This design comes from an exercise in tuning for small area on the open sky130 flow, not from production work. The RTL was checked by simulation tests, not by an equivalence proof against the original design. The clock port is modelled as an ideal driver, which makes a skipped or thinned clock tree look cheaper than it is; a real chip needs a root buffer or a tree. No activity file was given, so power comes from the tool's default toggle rates.

==> flow/design.v <==
`timescale 1ns/100ps
module keypad_calc_top (
    input  logic       clk_i,
    input  logic       reset_i,
    input  logic [3:0] key_code_i,
    input  logic       key_detect_i,
    output logic       key_error_o,
    output logic [7:0] result_o,
    output logic       result_valid_o,
    output logic [4:0] result_addr_o
);
    localparam logic [3:0] S_W0   = 4'b0000;   
    localparam logic [3:0] S_C0   = 4'b0001;   
    localparam logic [3:0] S_W1   = 4'b0010;   
    localparam logic [3:0] S_W0V  = 4'b1000;   
    localparam logic [3:0] S_C0V  = 4'b1001;   
    localparam logic [3:0] S_W1V  = 4'b1010;   
    localparam logic [3:0] S_W0R  = 4'b1011;   
    localparam logic [3:0] S_W0W  = 4'b1100;   
    localparam logic [3:0] S_C0W  = 4'b1101;   
    localparam logic [3:0] S_R    = 4'b1110;   
    localparam logic [3:0] S_L    = 4'b1111;   
    logic [3:0] state, state_d;
    logic [3:0] key_q, a_q;
    logic [2:0] op_q;
    logic [6:0] res_q;
    logic checking, key_ok, digit_ok, wr;
    assign digit_ok = !key_q[3] || (!key_q[2] && !key_q[1]);
    always_comb begin
        case (state)
            4'b0011: key_ok = key_q[3] && (key_q[2] || key_q[1]) && !(key_q[2] && key_q[1] && key_q[0]);
            4'b0111: key_ok = &key_q;
            default: key_ok = digit_ok;
        endcase
    end
    assign checking = (!state[3] && state[0]) || state == S_C0V || state == S_C0W;
    assign wr       = state == S_W0W || state == S_C0W;
    assign result_valid_o = state == S_W0V || state == S_C0V || state == S_W1V;
    always_comb begin
        case (state)
            S_L:   state_d = S_R;
            S_R:   state_d = S_W0R;
            S_W0R: state_d = key_detect_i ? S_C0W : S_W0W;
            S_W0W: state_d = key_detect_i ? S_C0V : S_W0V;
            S_C0W: state_d = key_ok ? S_W1V : S_W0V;
            S_W0V: state_d = key_detect_i ? S_C0 : S_W0;
            S_C0V: state_d = key_ok ? S_W1 : S_W0;
            S_W1V: state_d = key_detect_i ? 4'b0011 : S_W1;
            4'b0111: state_d = key_ok ? S_L : 4'b0110;
            default: begin
                if (!state[0]) state_d = key_detect_i ? state | 4'd1 : state;
                else           state_d = key_ok ? state + 4'd1 : state & 4'b1110;
            end
        endcase
    end
    logic mul, sub, lgc;
    assign mul = op_q[2] & op_q[1];
    assign sub = !op_q[2] & op_q[0];
    assign lgc = op_q[2] & !op_q[1];
    logic [6:0] row0, row1, row2, alu_out;
    assign row0 = lgc ? {3'd0, op_q[0] ? (a_q ^ key_q) : (a_q & key_q)}
                : (mul && !key_q[0]) ? 7'd0 : {3'd0, a_q};
    assign row1 = (mul && key_q[1]) ? {2'd0, a_q, 1'b0} : 7'd0;
    assign row2 = lgc ? {3'd0, op_q[0] ? (a_q & key_q) : 4'd0}
                : mul ? (key_q[3] ? {a_q, 3'd0} : (key_q[2] ? {1'b0, a_q, 2'd0} : 7'd0))
                      : ({3'd0, key_q} ^ {7{sub}});
    assign alu_out = row0 + row1 + row2 + {6'd0, sub};
    assign result_o = {res_q[6] & res_q[5], res_q};
    always_ff @(posedge clk_i, posedge reset_i) begin
        if (reset_i) begin
            state          <= S_W0;
            key_error_o    <= 1'b0;
            res_q          <= 7'd0;
            result_addr_o <= 5'd0;
        end else begin
            state          <= state_d;
            key_error_o    <= checking && !key_ok;
            if (wr) begin
                res_q  <= {a_q, op_q};
                result_addr_o <= (result_addr_o == 5'd0 || result_addr_o == 5'd30) ? 5'd3
                                 : result_addr_o + 5'd3;
            end
        end
    end
    always_ff @(posedge clk_i) begin
        key_q <= key_code_i;
        if (state == 4'b0101) begin
            if (digit_ok) {a_q, op_q} <= alu_out;
        end else begin
            if (state == S_C0 || state == S_C0V || state == S_C0W) a_q <= key_q;
            if (state == 4'b0011) op_q <= key_q[2:0];
        end
    end
endmodule
==> flow/config.mk <==
export PLATFORM = sky130hd
export DESIGN_NAME = keypad_calc_top
export DESIGN_NICKNAME = keypad_calc_top
export VERILOG_FILES = /design/flow/design.v
export SDC_FILE = /design/flow/constraint.sdc
export NUM_CORES = 4
export LEC_CHECK = 0
export CAP_MARGIN = 20
export CORE_MARGIN = 2
export CORE_UTILIZATION = 40
export SLEW_MARGIN = 20
==> flow/constraint.sdc <==
create_clock -name core_clock -period 10.0 [get_ports {clk_i}]
set_input_delay 2.0000 -clock core_clock [delete_from_list [all_inputs] [get_ports {clk_i}]]
set_output_delay 2.0000 -clock core_clock [all_outputs]
set_load 0.01 [all_outputs]
standard.sh (not shown) runs the stock make flow with config.mk's settings and CLKGATE_MAP_FILE= SYNTH_SCRIPT=/design/flow/synth_recipe.tcl, a recipe that flattens the netlist after the stock synthesis.
==> flow/flow/run.sh <==
#!/bin/bash
# Standard ORFS synthesis; the combinational logic re-mapped for area with a
# longer ABC run (registers untouched); standard ORFS floorplan and placement
# with small port buffers; a clock tree of one buffer; then the standard ORFS
# routing and finishing. Each tool's full output goes to a log file of its
# own in the work folder.
set -euo pipefail
cd "$(dirname "$0")/.."
W=$(pwd)
export R=$W/orfs/results/$FLOW_PLATFORM/keypad_calc_top/base
KNOBS=("BUFFER_PORTS_ARGS=-buffer_cell sky130_fd_sc_hd__buf_1")
bash standard.sh synth > log_1_synth.log 2>&1
cp $R/1_2_yosys.v $R/1_2_yosys_standard.v
mkdir -p reopt
cp flow/reopt.ys flow/abc.script reopt/
cp $FLOW_HOME/platforms/$FLOW_PLATFORM/lib/sky130_fd_sc_hd__tt_025C_1v80.lib reopt/lib.lib
cp $R/1_2_yosys_standard.v reopt/in.v
sed -i "s/top_name/$FLOW_TOP/" reopt/reopt.ys
(cd reopt && yosys -s reopt.ys) > log_2_reopt.log 2>&1
cp reopt/out.v $R/1_2_yosys.v
rm -f $R/1_synth.odb $R/1_synth.sdc
bash standard.sh "${KNOBS[@]}" place > log_3_place.log 2>&1
CLKBUF=sky130_fd_sc_hd__clkbuf_16 CLKPORT=clk_i openroad -no_init -exit flow/clock_buffer.tcl > log_4_clock.log 2>&1
cp $R/4_1_cts.odb $R/4_cts.odb
sed '/^create_clock/a set_propagated_clock [get_clocks {core_clock}]' $R/3_place.sdc > $R/4_cts.sdc
bash standard.sh "${KNOBS[@]}" finish > log_5_finish.log 2>&1
Other scripts of this flow, unchanged in this note and not shown: flow/flow/abc.script, flow/flow/clock_buffer.tcl, flow/flow/reopt.ys
Change:
--- a/flow/design.v
+++ b/flow/design.v
@@ -58,11 +58,16 @@
     assign sub = !op_q[2] & op_q[0];
     assign lgc = op_q[2] & !op_q[1];
+    logic [3:0] b;
+    assign b = key_q;
+    logic [6:0] m0, m1, m2;
+    assign m0 = {4'd0, a_q[2] & b[0], a_q[1] & b[0], a_q[0] & b[0]};
+    assign m1 = {3'd0, (a_q[2] & b[1]) | (a_q[3] & b[0]), a_q[1] & b[1], a_q[0] & b[1], 1'b0};
+    assign m2 = {a_q[3] & b[3], (a_q[3] & b[2]) | (a_q[2] & b[3]),
+                 (a_q[2] & b[2]) | (a_q[1] & b[3]) | (a_q[3] & b[1]),
+                 (a_q[1] & b[2]) | (a_q[0] & b[3]), a_q[0] & b[2], 2'b0};
     logic [6:0] row0, row1, row2, alu_out;
-    assign row0 = lgc ? {3'd0, op_q[0] ? (a_q ^ key_q) : (a_q & key_q)}
-                : (mul && !key_q[0]) ? 7'd0 : {3'd0, a_q};
-    assign row1 = (mul && key_q[1]) ? {2'd0, a_q, 1'b0} : 7'd0;
-    assign row2 = lgc ? {3'd0, op_q[0] ? (a_q & key_q) : 4'd0}
-                : mul ? (key_q[3] ? {a_q, 3'd0} : (key_q[2] ? {1'b0, a_q, 2'd0} : 7'd0))
-                      : ({3'd0, key_q} ^ {7{sub}});
+    assign row0 = lgc ? {3'd0, op_q[0] ? (a_q ^ b) : (a_q & b)} : mul ? m0 : {3'd0, a_q};
+    assign row1 = mul ? m1 : 7'd0;
+    assign row2 = lgc ? {3'd0, op_q[0] ? (a_q & b) : 4'd0} : mul ? m2 : ({3'd0, b} ^ {7{sub}});
     assign alu_out = row0 + row1 + row2 + {6'd0, sub};
     assign result_o = {res_q[6] & res_q[5], res_q};
@@ -78,6 +83,5 @@
             if (wr) begin
                 res_q  <= {a_q, op_q};
-                result_addr_o <= (result_addr_o == 5'd0 || result_addr_o == 5'd30) ? 5'd3
-                                 : result_addr_o + 5'd3;
+                result_addr_o <= (result_addr_o + 5'd3) | {3'd0, &result_addr_o[4:2], 1'b0};
             end
         end
=>
- register-to-register slack improves by 0.08 ns
- power went up by roughly a tenth
- utilization went down by 0.89 points
- final cell count went down by a few percent
- design area went down by a few percent
- setup slack improves by 0.080 ns
- clock skew is about the same
- combinational power went up by roughly a tenth
- sequential power went up by roughly a tenth
- via count went down by a few percent
In every run of this note, the design's own scripts or RTL, not TritonCTS, make the clock network.

[separate check: timing with driven ports]
How much do the figures lean on ideal ports? The routed layouts below were timed once more, with nothing changed but the port constraints.
Step 1 sets driving cells, clkbuf_16 on the clock port and buf_2 on the other inputs (assumed; they add their load-dependent delay and slew).
Step 2 times the ports against the registers' clock, not the clock port: input delays grow and output delays shrink by t, the midpoint of the rising clock arrivals with the driver on.
Slacks: ideal / step 1 / step 2; pairs: ideal / step 1.
run	t, ns	setup WS [ns]	worst setup path after step 2	pins driven straight from the clock port
the first run	0.191	6.579 / 6.579 / 6.579	register to register	1
the second run	0.198	6.658 / 6.658 / 6.658	register to register	1
After both steps setup and hold are still met in every run listed.
